From an optimization exercise on the open Yosys and OpenROAD flow, aimed at small area and a short achievable clock period; shortcuts taken in it are not production practice.
RTL that was checked went through simulation tests only; none was proved equivalent to the original.
Power is estimated from default activity; no workload was simulated.

the reference run:
Design sb_top, start of the top module:
module sb_top (
    input  logic             clk,
    input  logic             rst,
    input  sb_pkg::inst_t    inst,
    input  logic             inst_valid,
    input  sb_pkg::fu_vec_t  fu_done,
    output logic             issue_ready,
    output sb_pkg::fu_vec_t  fu_en,
    output sb_pkg::fu_op_t   op_ctrl,
    output sb_pkg::reg_idx_t rs1_ctrl,
    output sb_pkg::reg_idx_t rs2_ctrl,
    output sb_pkg::fu_id_t   write_sel,
    output logic             reg_write,
    output sb_pkg::reg_idx_t rd_ctrl
);
    localparam int N = sb_pkg::NUM_FU;
    logic [6:0] opc;
    logic [2:0] f3;
    logic [6:0] f7;
    logic [4:0] rd, rs1, rs2;
    logic       is_op, is_imm, is_ld, is_st;
    logic       f7_base, f7_alt, f7_md, alt_en;
    logic [3:0] alu_lo;
    logic [N-1:0] sel;
    logic       has_rd, use_rs2;
    logic       rd_nz, rs1_nz, rs2_nz;
    assign opc = inst[6:0];
    assign f3  = inst[14:12];
    assign f7  = inst[31:25];
    assign rd  = inst[11:7];
    assign rs1 = inst[19:15];
    assign rs2 = inst[24:20];
    assign is_op   = opc == sb_pkg::OPC_OP;
  ...
clock: 6.0 ns
lec_check: 0
abc_area: 1
cap_margin: 20
core_margin: 2
core_utilization: 40
setup_slack_margin: 2.5
slew_margin: 20
standard.sh (not shown) runs the stock make flow with config.mk's settings and CLKGATE_MAP_FILE= SYNTH_SCRIPT=/design/flow/synth_recipe.tcl, a recipe that flattens the netlist after the stock synthesis.
==> flow/flow/run.sh <==
#!/bin/bash
# Standard layout, with plain buffers (not delay cells) on the ports.
set -euo pipefail
bash standard.sh BUFFER_PORTS_ARGS="-buffer_cell sky130_fd_sc_hd__buf_2" > standard.log 2>&1
The reference run reached the end of the flow, and the finished layout is clean on the timing, design-rule and antenna checks.
Relative to the reference run, the following input files were edited for the trial run:
Settings: a deleted ABC_AREA that had been 1.
--- outcome ---
Post-CTS setup-driven buffer insertion count (lower): the trial run
First-pass GRT wire length ends up higher on the reference run.
Summary of the trial run over the reference run: slew at the pin closest to its max-slew limit climbed 0.24 ns, wire length shows a reduction of about 12%, full die area ~0 delta.
Slack of the critical path for the trial run: 0.29 ns down relative to the reference run
The trial run has largest stage delay on the critical path above what the reference run had.
The reference run has lower total chip power than the trial run.
No run of this note included a check of the RTL's function; only the layout flow was run.

---

## v16
Another version of the RTL of sb_top (not shown whole).
For scale: roughly 100 flip-flops, ~68 I/O pins.
==> flow/design.v (excerpt) <==
module sb_top (
    input  logic             clk,
    input  logic             rst,
    input  sb_pkg::inst_t    inst,
    input  logic             inst_valid,
    input  sb_pkg::fu_vec_t  fu_done,
    output logic             issue_ready,
    output sb_pkg::fu_vec_t  fu_en,
    output sb_pkg::fu_op_t   op_ctrl,
    output sb_pkg::reg_idx_t rs1_ctrl,
    output sb_pkg::reg_idx_t rs2_ctrl,
    output sb_pkg::fu_id_t   write_sel,
    output logic             reg_write,
    output sb_pkg::reg_idx_t rd_ctrl
);
    localparam int N = sb_pkg::NUM_FU;
    logic [6:0] opc;
    logic [2:0] f3;
    logic [6:0] f7;
    logic [4:0] rd, rs1, rs2;
    logic       is_op, is_imm, is_ld, is_st;
    logic       f7_base, f7_alt, f7_md, alt_en;
    logic [3:0] alu_lo;
    logic [N-1:0] sel;
    logic       has_rd, use_rs2;
    logic       rd_nz, rs1_nz, rs2_nz;
    assign opc = inst[6:0];
    assign f3  = inst[14:12];
    assign f7  = inst[31:25];
    assign rd  = inst[11:7];
    assign rs1 = inst[19:15];
    assign rs2 = inst[24:20];
    assign is_op   = opc == sb_pkg::OPC_OP;
    assign is_imm  = opc == sb_pkg::OPC_OP_IMM;
    assign is_ld   = opc == sb_pkg::OPC_LOAD;
    assign is_st   = opc == sb_pkg::OPC_STORE;
    assign f7_base = f7 == sb_pkg::F7_BASE;
    assign f7_alt  = f7 == sb_pkg::F7_ALT;
    assign f7_md   = f7 == sb_pkg::F7_MULDIV;
    assign alt_en  = f7_alt & (is_op | f3 == 3'd5);
    always_comb begin
        case (f3)
            3'd0:    alu_lo = alt_en ? 4'd1 : 4'd0;
            3'd1:    alu_lo = 4'd2;
            3'd2:    alu_lo = 4'd3;
  ...
Settings: LEC_CHECK=0, CAP_MARGIN=20, CORE_MARGIN=2, CORE_UTILIZATION=60, CTS_BUF_LIST=sky130_fd_sc_hd__clkbuf_8, CTS_CLUSTER_SIZE=30, SETUP_SLACK_MARGIN=2.5, SLEW_MARGIN=20, SYNTH_HIERARCHICAL=1, SYNTH_MINIMUM_KEEP_SIZE=0; clock period 6.0 ns.
==> flow/flow/run.sh <==
#!/bin/bash
# Standard layout, with plain buffers (not delay cells) on the ports.
set -euo pipefail
bash standard.sh BUFFER_PORTS_ARGS="-buffer_cell sky130_fd_sc_hd__buf_1" > standard.log 2>&1
v16: no failed stages, no open violations at the end
diff inputs: v16 => v10
Settings: removing CTS_CLUSTER_SIZE (formerly 30); changing SETUP_SLACK_MARGIN from 2.5 to 2.0; changing CORE_UTILIZATION from 60 to 40; removing CTS_BUF_LIST (formerly sky130_fd_sc_hd__clkbuf_8).
==> flow/flow/run.sh <==
#!/bin/bash
# Standard layout, with plain buffers (not delay cells) on the ports.
set -euo pipefail
bash standard.sh BUFFER_PORTS_ARGS="-buffer_cell sky130_fd_sc_hd__buf_2" > standard.log 2>&1
- The final critical delay including setup and external delays reported for v10 is greater than that of v16 by 0.12 ns.
- In v10, the share of final layout cell area taken by non-clock buffers came out 3.9 points below the value in v16.
- Going from v16 to v10, the wire length was found to have gone up by 1.1%.
Inputs modified between v10 and v56:
Settings: CTS_BUF_LIST: unset -> sky130_fd_sc_hd__clkbuf_8; SETUP_SLACK_MARGIN: 2.0 -> 2.5; CTS_CLUSTER_SIZE: unset -> 30; CORE_UTILIZATION: 40 -> 60.
In v56, the sequential portion of the cell area came out 1.0 points below the value in v10. Of v56 and v10, v56 shows the lower tap cell count, with v10 above it. v56: final area is about 2.6% higher than what v10 reported. Total net switching power: lower on v10. End point of the critical path: rs2_ctrl[3] -> v10, issue_ready -> v56. Lower share of total power in combinational logic among v56 and v10: v10. v56 ran to completion and came out clean on the timing, design-rule and antenna checks. Having completed the whole flow, v10 delivered a layout that passed the timing, design-rule and antenna checks. Compared v10 against v56; setup skew after layout within noise. Comparing setup slack for v56 and v10, the smaller number came from v10. Measured against each other, v56 and v10 differ in worst slew margin relative to its limit, the higher figure coming from v56.

---

sb_top again, from the RTL that the note above started with.
==> flow/design.v (excerpt) <==
module sb_top (
    input  logic             clk,
    input  logic             rst,
    input  sb_pkg::inst_t    inst,
    input  logic             inst_valid,
    input  sb_pkg::fu_vec_t  fu_done,
    output logic             issue_ready,
    output sb_pkg::fu_vec_t  fu_en,
    output sb_pkg::fu_op_t   op_ctrl,
    output sb_pkg::reg_idx_t rs1_ctrl,
    output sb_pkg::reg_idx_t rs2_ctrl,
    output sb_pkg::fu_id_t   write_sel,
    output logic             reg_write,
    output sb_pkg::reg_idx_t rd_ctrl
);
Settings: LEC_CHECK=0, CAP_MARGIN=20, CORE_MARGIN=2, CORE_UTILIZATION=60, CTS_BUF_LIST=sky130_fd_sc_hd__clkbuf_8, CTS_CLUSTER_SIZE=30, SETUP_SLACK_MARGIN=2.3, SLEW_MARGIN=20, SYNTH_HIERARCHICAL=1, SYNTH_MINIMUM_KEEP_SIZE=0; clock period 6.0 ns.
==> flow/flow/run.sh <==
#!/bin/bash
# Own flow: the standard layout with three changes.
#  1. Ports get plain buf_2 buffers (not the delay cells buffer_ports picks).
#  2. Slow many-input cells are added to the platform's don't-use list.
#  3. Synthesis maps the top module with a area-oriented ABC script, amap (its paths
#     have slack to spare) and every other module, which holds the paths to the
#     outputs, with ORFS's speed script. Registers are untouched: dfflibmap runs
#     before ABC, so names and cell types are those of the standard synthesis.
set -euo pipefail
here=$(pwd)
rm -rf "$here/scripts"
cp -r "$FLOW_HOME/scripts" "$here/scripts"
cp "$here/flow/abc_relax.script" "$here/scripts/abc_relax.script"
python3 - "$here/scripts/synth.tcl" <<'PY'
import sys
p = sys.argv[1]
s = open(p).read()
old = "  log_cmd abc {*}$abc_args\n"
new = """  set relax_args [lreplace $abc_args 1 1 $::env(SCRIPTS_DIR)/abc_relax.script]
  foreach m [split [string trim [tee -q -s result.string select -list-mod *]] "\\n"] {
    if { $m eq $::env(DESIGN_NAME) } {
      log_cmd abc {*}$relax_args $m
    } else {
      log_cmd abc {*}$abc_args $m
    }
  }
"""
assert s.count(old) == 1
open(p, "w").write(s.replace(old, new))
PY
DU="sky130_fd_sc_hd__lpflow_bleeder_1 sky130_fd_sc_hd__lpflow_clkbufkapwr_1 sky130_fd_sc_hd__lpflow_clkbufkapwr_16 sky130_fd_sc_hd__lpflow_clkbufkapwr_2 sky130_fd_sc_hd__lpflow_clkbufkapwr_4 sky130_fd_sc_hd__lpflow_clkbufkapwr_8 sky130_fd_sc_hd__lpflow_clkinvkapwr_1 sky130_fd_sc_hd__lpflow_clkinvkapwr_16 sky130_fd_sc_hd__lpflow_clkinvkapwr_2 sky130_fd_sc_hd__lpflow_clkinvkapwr_4 sky130_fd_sc_hd__lpflow_clkinvkapwr_8 sky130_fd_sc_hd__lpflow_decapkapwr_12 sky130_fd_sc_hd__lpflow_decapkapwr_3 sky130_fd_sc_hd__lpflow_decapkapwr_4 sky130_fd_sc_hd__lpflow_decapkapwr_6 sky130_fd_sc_hd__lpflow_decapkapwr_8 sky130_fd_sc_hd__lpflow_inputiso0n_1 sky130_fd_sc_hd__lpflow_inputiso0p_1 sky130_fd_sc_hd__lpflow_inputiso1n_1 sky130_fd_sc_hd__lpflow_inputiso1p_1 sky130_fd_sc_hd__lpflow_inputisolatch_1 sky130_fd_sc_hd__lpflow_isobufsrc_1 sky130_fd_sc_hd__lpflow_isobufsrc_16 sky130_fd_sc_hd__lpflow_isobufsrc_2 sky130_fd_sc_hd__lpflow_isobufsrc_4 sky130_fd_sc_hd__lpflow_isobufsrc_8 sky130_fd_sc_hd__lpflow_isobufsrckapwr_16 sky130_fd_sc_hd__lpflow_lsbuf_lh_hl_isowell_tap_1 sky130_fd_sc_hd__lpflow_lsbuf_lh_hl_isowell_tap_2 sky130_fd_sc_hd__lpflow_lsbuf_lh_hl_isowell_tap_4 sky130_fd_sc_hd__lpflow_lsbuf_lh_isowell_4 sky130_fd_sc_hd__lpflow_lsbuf_lh_isowell_tap_1 sky130_fd_sc_hd__lpflow_lsbuf_lh_isowell_tap_2 sky130_fd_sc_hd__lpflow_lsbuf_lh_isowell_tap_4 sky130_fd_sc_hd__probe_p_8 sky130_fd_sc_hd__probec_p_8  sky130_fd_sc_hd__a2111o_1 sky130_fd_sc_hd__a2111o_2 sky130_fd_sc_hd__a2111o_4 sky130_fd_sc_hd__a2111oi_0 sky130_fd_sc_hd__a2111oi_1 sky130_fd_sc_hd__a2111oi_2 sky130_fd_sc_hd__a2111oi_4 sky130_fd_sc_hd__a221o_1 sky130_fd_sc_hd__a221o_2 sky130_fd_sc_hd__a221o_4 sky130_fd_sc_hd__a2bb2o_1 sky130_fd_sc_hd__a2bb2o_2 sky130_fd_sc_hd__a2bb2o_4 sky130_fd_sc_hd__a311o_1 sky130_fd_sc_hd__a311o_2 sky130_fd_sc_hd__a311o_4 sky130_fd_sc_hd__a311oi_1 sky130_fd_sc_hd__a311oi_2 sky130_fd_sc_hd__a311oi_4 sky130_fd_sc_hd__a32o_1 sky130_fd_sc_hd__a32o_2 sky130_fd_sc_hd__a32o_4 sky130_fd_sc_hd__a32oi_1 sky130_fd_sc_hd__a32oi_2 sky130_fd_sc_hd__a32oi_4 sky130_fd_sc_hd__a41o_1 sky130_fd_sc_hd__a41o_2 sky130_fd_sc_hd__a41o_4 sky130_fd_sc_hd__a41oi_1 sky130_fd_sc_hd__a41oi_2 sky130_fd_sc_hd__a41oi_4 sky130_fd_sc_hd__and4_1 sky130_fd_sc_hd__and4_2 sky130_fd_sc_hd__and4_4 sky130_fd_sc_hd__and4b_1 sky130_fd_sc_hd__and4b_2 sky130_fd_sc_hd__and4b_4 sky130_fd_sc_hd__and4bb_1 sky130_fd_sc_hd__and4bb_2 sky130_fd_sc_hd__and4bb_4 sky130_fd_sc_hd__nor4_1 sky130_fd_sc_hd__nor4_2 sky130_fd_sc_hd__nor4_4 sky130_fd_sc_hd__nor4b_1 sky130_fd_sc_hd__nor4b_2 sky130_fd_sc_hd__nor4b_4 sky130_fd_sc_hd__nor4bb_1 sky130_fd_sc_hd__nor4bb_2 sky130_fd_sc_hd__nor4bb_4 sky130_fd_sc_hd__o2111a_1 sky130_fd_sc_hd__o2111a_2 sky130_fd_sc_hd__o2111a_4 sky130_fd_sc_hd__o2111ai_1 sky130_fd_sc_hd__o2111ai_2 sky130_fd_sc_hd__o2111ai_4 sky130_fd_sc_hd__o221a_1 sky130_fd_sc_hd__o221a_2 sky130_fd_sc_hd__o221a_4 sky130_fd_sc_hd__o2bb2a_1 sky130_fd_sc_hd__o2bb2a_2 sky130_fd_sc_hd__o2bb2a_4 sky130_fd_sc_hd__o311a_1 sky130_fd_sc_hd__o311a_2 sky130_fd_sc_hd__o311a_4 sky130_fd_sc_hd__o311ai_0 sky130_fd_sc_hd__o311ai_1 sky130_fd_sc_hd__o311ai_2 sky130_fd_sc_hd__o311ai_4 sky130_fd_sc_hd__o32a_1 sky130_fd_sc_hd__o32a_2 sky130_fd_sc_hd__o32a_4 sky130_fd_sc_hd__o32ai_1 sky130_fd_sc_hd__o32ai_2 sky130_fd_sc_hd__o32ai_4 sky130_fd_sc_hd__o41a_1 sky130_fd_sc_hd__o41a_2 sky130_fd_sc_hd__o41a_4 sky130_fd_sc_hd__o41ai_1 sky130_fd_sc_hd__o41ai_2 sky130_fd_sc_hd__o41ai_4 sky130_fd_sc_hd__or3_1 sky130_fd_sc_hd__or3_2 sky130_fd_sc_hd__or3_4 sky130_fd_sc_hd__or3b_1 sky130_fd_sc_hd__or3b_2 sky130_fd_sc_hd__or3b_4 sky130_fd_sc_hd__or4_1 sky130_fd_sc_hd__or4_2 sky130_fd_sc_hd__or4_4 sky130_fd_sc_hd__or4b_1 sky130_fd_sc_hd__or4b_2 sky130_fd_sc_hd__or4b_4 sky130_fd_sc_hd__or4bb_1 sky130_fd_sc_hd__or4bb_2 sky130_fd_sc_hd__or4bb_4 "
bash standard.sh SCRIPTS_DIR="$here/scripts" BUFFER_PORTS_ARGS="-buffer_cell sky130_fd_sc_hd__buf_2" DONT_USE_CELLS="$DU" > standard.log 2>&1
==> flow/flow/abc_relax.script <==
strash
dch
amap
topo
stime -c
buffer -c
dnsize -c
The first run went through all stages and came out clean.
==> next run, changes <==
--- a/flow/flow/run.sh
+++ b/flow/flow/run.sh
@@ -2,7 +2,2 @@
-# Own flow: the standard layout with three changes.
-#  1. Ports get plain buf_2 buffers (not the delay cells buffer_ports picks).
-#  2. Slow many-input cells are added to the platform's don't-use list.
-#  3. Synthesis maps the top module with a area-oriented ABC script, amap (its paths
-#     have slack to spare) and every other module, which holds the paths to the
-#     outputs, with ORFS's speed script. Registers are untouched: dfflibmap runs
-#     before ABC, so names and cell types are those of the standard synthesis.
+# Standard layout, with plain buffers (not delay cells) on the ports, and slow
+# many-input cells added to the platform's don't-use list.
@@ -10,21 +4,0 @@
-here=$(pwd)
-rm -rf "$here/scripts"
-cp -r "$FLOW_HOME/scripts" "$here/scripts"
-cp "$here/flow/abc_relax.script" "$here/scripts/abc_relax.script"
-python3 - "$here/scripts/synth.tcl" <<'PY'
-import sys
-p = sys.argv[1]
-s = open(p).read()
-old = "  log_cmd abc {*}$abc_args\n"
-new = """  set relax_args [lreplace $abc_args 1 1 $::env(SCRIPTS_DIR)/abc_relax.script]
-  foreach m [split [string trim [tee -q -s result.string select -list-mod *]] "\\n"] {
-    if { $m eq $::env(DESIGN_NAME) } {
-      log_cmd abc {*}$relax_args $m
-    } else {
-      log_cmd abc {*}$abc_args $m
-    }
-  }
-"""
-assert s.count(old) == 1
-open(p, "w").write(s.replace(old, new))
-PY
@@ -32 +6 @@
-bash standard.sh SCRIPTS_DIR="$here/scripts" BUFFER_PORTS_ARGS="-buffer_cell sky130_fd_sc_hd__buf_2" DONT_USE_CELLS="$DU" > standard.log 2>&1
+bash standard.sh BUFFER_PORTS_ARGS="-buffer_cell sky130_fd_sc_hd__buf_2" DONT_USE_CELLS="$DU" > standard.log 2>&1
SETUP_SLACK_MARGIN = 2.5   (was 2.3)
removed: flow/flow/abc_relax.script
- The changed run completed with no timing, DRC or antenna violations
- setup slack improves by 120 ps
- area after synthesis is higher by 12%
- wire length drops by 6.1%
- register-to-register slack improves by 130 ps
- sequential cell count is unchanged
==> next run, changes <==
--- a/flow/flow/run.sh
+++ b/flow/flow/run.sh
@@ -2,2 +2,7 @@
-# Standard layout, with plain buffers (not delay cells) on the ports, and slow
-# many-input cells added to the platform's don't-use list.
+# Own flow: the standard layout with three changes.
+#  1. Ports get plain buf_2 buffers (not the delay cells buffer_ports picks).
+#  2. Slow many-input cells are added to the platform's don't-use list.
+#  3. Synthesis maps the top module with a area-oriented ABC script, amap (its paths
+#     have slack to spare) and every other module, which holds the paths to the
+#     outputs, with ORFS's speed script. Registers are untouched: dfflibmap runs
+#     before ABC, so names and cell types are those of the standard synthesis.
@@ -4,0 +10,21 @@
+here=$(pwd)
+rm -rf "$here/scripts"
+cp -r "$FLOW_HOME/scripts" "$here/scripts"
+cp "$here/flow/abc_relax.script" "$here/scripts/abc_relax.script"
+python3 - "$here/scripts/synth.tcl" <<'PY'
+import sys
+p = sys.argv[1]
+s = open(p).read()
+old = "  log_cmd abc {*}$abc_args\n"
+new = """  set relax_args [lreplace $abc_args 1 1 $::env(SCRIPTS_DIR)/abc_relax.script]
+  foreach m [split [string trim [tee -q -s result.string select -list-mod *]] "\\n"] {
+    if { $m eq $::env(DESIGN_NAME) } {
+      log_cmd abc {*}$relax_args $m
+    } else {
+      log_cmd abc {*}$abc_args $m
+    }
+  }
+"""
+assert s.count(old) == 1
+open(p, "w").write(s.replace(old, new))
+PY
@@ -6 +32 @@
-bash standard.sh BUFFER_PORTS_ARGS="-buffer_cell sky130_fd_sc_hd__buf_2" DONT_USE_CELLS="$DU" > standard.log 2>&1
+bash standard.sh SCRIPTS_DIR="$here/scripts" BUFFER_PORTS_ARGS="-buffer_cell sky130_fd_sc_hd__buf_2" DONT_USE_CELLS="$DU" > standard.log 2>&1
==> flow/flow/abc_relax.script (new file) <==
strash
dch
amap
topo
stime -c
buffer -c
dnsize -c
CTS_BUF_LIST = sky130_fd_sc_hd__clkbuf_8 sky130_fd_sc_hd__clkbuf_16   (was sky130_fd_sc_hd__clkbuf_8)
CTS_CLUSTER_SIZE = 10   (was 30)
- The changed run finished clean
- clock power went up slightly
- via count grows by a little under a tenth
- critical path depth is unchanged
- hold slack gains 55 ps
- count of clock-buffer cells in the layout shrinks by 1
==> next run, changes <==
--- a/flow/flow/run.sh
+++ b/flow/flow/run.sh
@@ -2,7 +2,2 @@
-# Own flow: the standard layout with three changes.
-#  1. Ports get plain buf_2 buffers (not the delay cells buffer_ports picks).
-#  2. Slow many-input cells are added to the platform's don't-use list.
-#  3. Synthesis maps the top module with a area-oriented ABC script, amap (its paths
-#     have slack to spare) and every other module, which holds the paths to the
-#     outputs, with ORFS's speed script. Registers are untouched: dfflibmap runs
-#     before ABC, so names and cell types are those of the standard synthesis.
+# Standard layout, with plain buffers (not delay cells) on the ports, and slow
+# many-input cells added to the platform's don't-use list.
@@ -10,21 +4,0 @@
-here=$(pwd)
-rm -rf "$here/scripts"
-cp -r "$FLOW_HOME/scripts" "$here/scripts"
-cp "$here/flow/abc_relax.script" "$here/scripts/abc_relax.script"
-python3 - "$here/scripts/synth.tcl" <<'PY'
-import sys
-p = sys.argv[1]
-s = open(p).read()
-old = "  log_cmd abc {*}$abc_args\n"
-new = """  set relax_args [lreplace $abc_args 1 1 $::env(SCRIPTS_DIR)/abc_relax.script]
-  foreach m [split [string trim [tee -q -s result.string select -list-mod *]] "\\n"] {
-    if { $m eq $::env(DESIGN_NAME) } {
-      log_cmd abc {*}$relax_args $m
-    } else {
-      log_cmd abc {*}$abc_args $m
-    }
-  }
-"""
-assert s.count(old) == 1
-open(p, "w").write(s.replace(old, new))
-PY
@@ -32 +6 @@
-bash standard.sh SCRIPTS_DIR="$here/scripts" BUFFER_PORTS_ARGS="-buffer_cell sky130_fd_sc_hd__buf_2" DONT_USE_CELLS="$DU" > standard.log 2>&1
+bash standard.sh BUFFER_PORTS_ARGS="-buffer_cell sky130_fd_sc_hd__buf_2" DONT_USE_CELLS="$DU" > standard.log 2>&1
CTS_BUF_LIST = sky130_fd_sc_hd__clkbuf_8   (was sky130_fd_sc_hd__clkbuf_8 sky130_fd_sc_hd__clkbuf_16)
CTS_CLUSTER_DIAMETER = 150   (was unset)
CTS_CLUSTER_SIZE = 40   (was 10)
removed: flow/flow/abc_relax.script
Outcome: Critical path depth does not change; via count decreases by a little under a tenth; first-iteration DRC count decreases by well over a third; non-clock buffer count decreases by 4; core utilization decreases by 2.4 points; global-route usage decreases by 5.4 points.
==> next run, changes <==
--- a/flow/flow/run.sh
+++ b/flow/flow/run.sh
@@ -2,2 +2,7 @@
-# Standard layout, with plain buffers (not delay cells) on the ports, and slow
-# many-input cells added to the platform's don't-use list.
+# Own flow: the standard layout with three changes.
+#  1. Ports get plain buf_2 buffers (not the delay cells buffer_ports picks).
+#  2. Slow many-input cells are added to the platform's don't-use list.
+#  3. Synthesis maps the top module with a area-oriented ABC script, amap (its paths
+#     have slack to spare) and every other module, which holds the paths to the
+#     outputs, with ORFS's speed script. Registers are untouched: dfflibmap runs
+#     before ABC, so names and cell types are those of the standard synthesis.
@@ -4,0 +10,21 @@
+here=$(pwd)
+rm -rf "$here/scripts"
+cp -r "$FLOW_HOME/scripts" "$here/scripts"
+cp "$here/flow/abc_relax.script" "$here/scripts/abc_relax.script"
+python3 - "$here/scripts/synth.tcl" <<'PY'
+import sys
+p = sys.argv[1]
+s = open(p).read()
+old = "  log_cmd abc {*}$abc_args\n"
+new = """  set relax_args [lreplace $abc_args 1 1 $::env(SCRIPTS_DIR)/abc_relax.script]
+  foreach m [split [string trim [tee -q -s result.string select -list-mod *]] "\\n"] {
+    if { $m eq $::env(DESIGN_NAME) } {
+      log_cmd abc {*}$relax_args $m
+    } else {
+      log_cmd abc {*}$abc_args $m
+    }
+  }
+"""
+assert s.count(old) == 1
+open(p, "w").write(s.replace(old, new))
+PY
@@ -6 +32 @@
-bash standard.sh BUFFER_PORTS_ARGS="-buffer_cell sky130_fd_sc_hd__buf_2" DONT_USE_CELLS="$DU" > standard.log 2>&1
+bash standard.sh SCRIPTS_DIR="$here/scripts" BUFFER_PORTS_ARGS="-buffer_cell sky130_fd_sc_hd__buf_2" DONT_USE_CELLS="$DU" > standard.log 2>&1
==> flow/flow/abc_relax.script (new file) <==
strash
dch
amap
topo
stime -c
buffer -c
dnsize -c
CTS_BUF_LIST = sky130_fd_sc_hd__clkbuf_16   (was sky130_fd_sc_hd__clkbuf_8)
CTS_CLUSTER_DIAMETER = unset   (was 150)
CTS_CLUSTER_SIZE = unset   (was 40)
Outcome:
- The changed run finished clean
- power goes down by 31%
- wire length came out higher by 8.7%
- register-to-register slack improves by 50 ps
- worst setup slack improves by 42 ps
- final area decreases by 6.2%
- sequential share of layout area goes up by 2.7 points
- first-iteration DRC count went up by 48%
==> next run, changes <==
--- a/flow/flow/run.sh
+++ b/flow/flow/run.sh
@@ -5 +5 @@
-#  3. Synthesis maps the top module with a area-oriented ABC script, amap (its paths
+#  3. Synthesis maps the top module with a delay-relaxed ABC script (its paths
==> flow/flow/abc_relax.script (replaced) <==
&get -n
&st
&dch
&nf -R 1000
&st
&syn2
&if -g -K 6
&synch2
&nf -R 1000
&put
buffer -c
topo
stime -c
dnsize -c
CTS_BUF_LIST = sky130_fd_sc_hd__clkbuf_8   (was sky130_fd_sc_hd__clkbuf_16)
CTS_CLUSTER_SIZE = 30   (was unset)
Outcome: Design area rises by 2.8%. Die area rises by 4.1%. Worst setup slack loses 94 ps. Routed wire length falls by 9.9%. Global-route usage falls by 3.2 points. Register-to-register slack loses 20 ps. First-iteration DRC count falls by 12%. Flip-flop and latch count is unchanged. Power rises by 58%.

-- port drivers added, routing unchanged --
How much do the figures lean on ideal ports? The routed layouts below were timed once more, with nothing changed but the port constraints. Step 1, drivers: a clkbuf_16 drives clk and a buf_2 each remaining input, both assumed. Step 2, shift: input delay + t, output delay - t, t = (earliest + latest rising clock arrival at the registers) / 2. This alone moves slack from input paths to output paths. Three values: ideal ports, drivers, drivers and shift; two values: the first two.
run	t, ns	slack for setup (ns)	clock arrival spread, ns	worst data-port slew with drivers (ns)	pins driven straight from the clock port
the reference run	0.398	2.453 / 2.394 / 2.394	0.011 / 0.011	0.08	1
the trial run	0.401	2.161 / 2.130 / 2.130	0.011 / 0.011	0.05	1
v16	0.410	2.279 / 2.225 / 2.225	0.017 / 0.017	0.07	1
v10	0.394	2.157 / 2.116 / 2.143	0.013 / 0.013	0.03	1
v56	0.434	2.395 / 2.301 / 2.301	0.015 / 0.016	0.14	1
the first run of note 3	0.405	2.305 / 2.275 / 2.275	0.017 / 0.017	0.04	1
the second run of note 3	0.415	2.425 / 2.405 / 2.405	0.017 / 0.017	0.07	1
the third run of note 3	0.402	2.465 / 2.419 / 2.419	0.018 / 0.018	0.06	1
the fourth run of note 3	0.415	2.425 / 2.405 / 2.405	0.017 / 0.017	0.07	1
the fifth run of note 3	0.382	2.466 / 2.418 / 2.418	0.012 / 0.012	0.06	1
the sixth run of note 3	0.412	2.372 / 2.309 / 2.309	0.013 / 0.012	0.08	1
After both steps every run listed still meets setup and hold. For v56, which loses most, drivers alone change the setup slack by -0.094 ns; drivers and shift together by -0.094 ns.
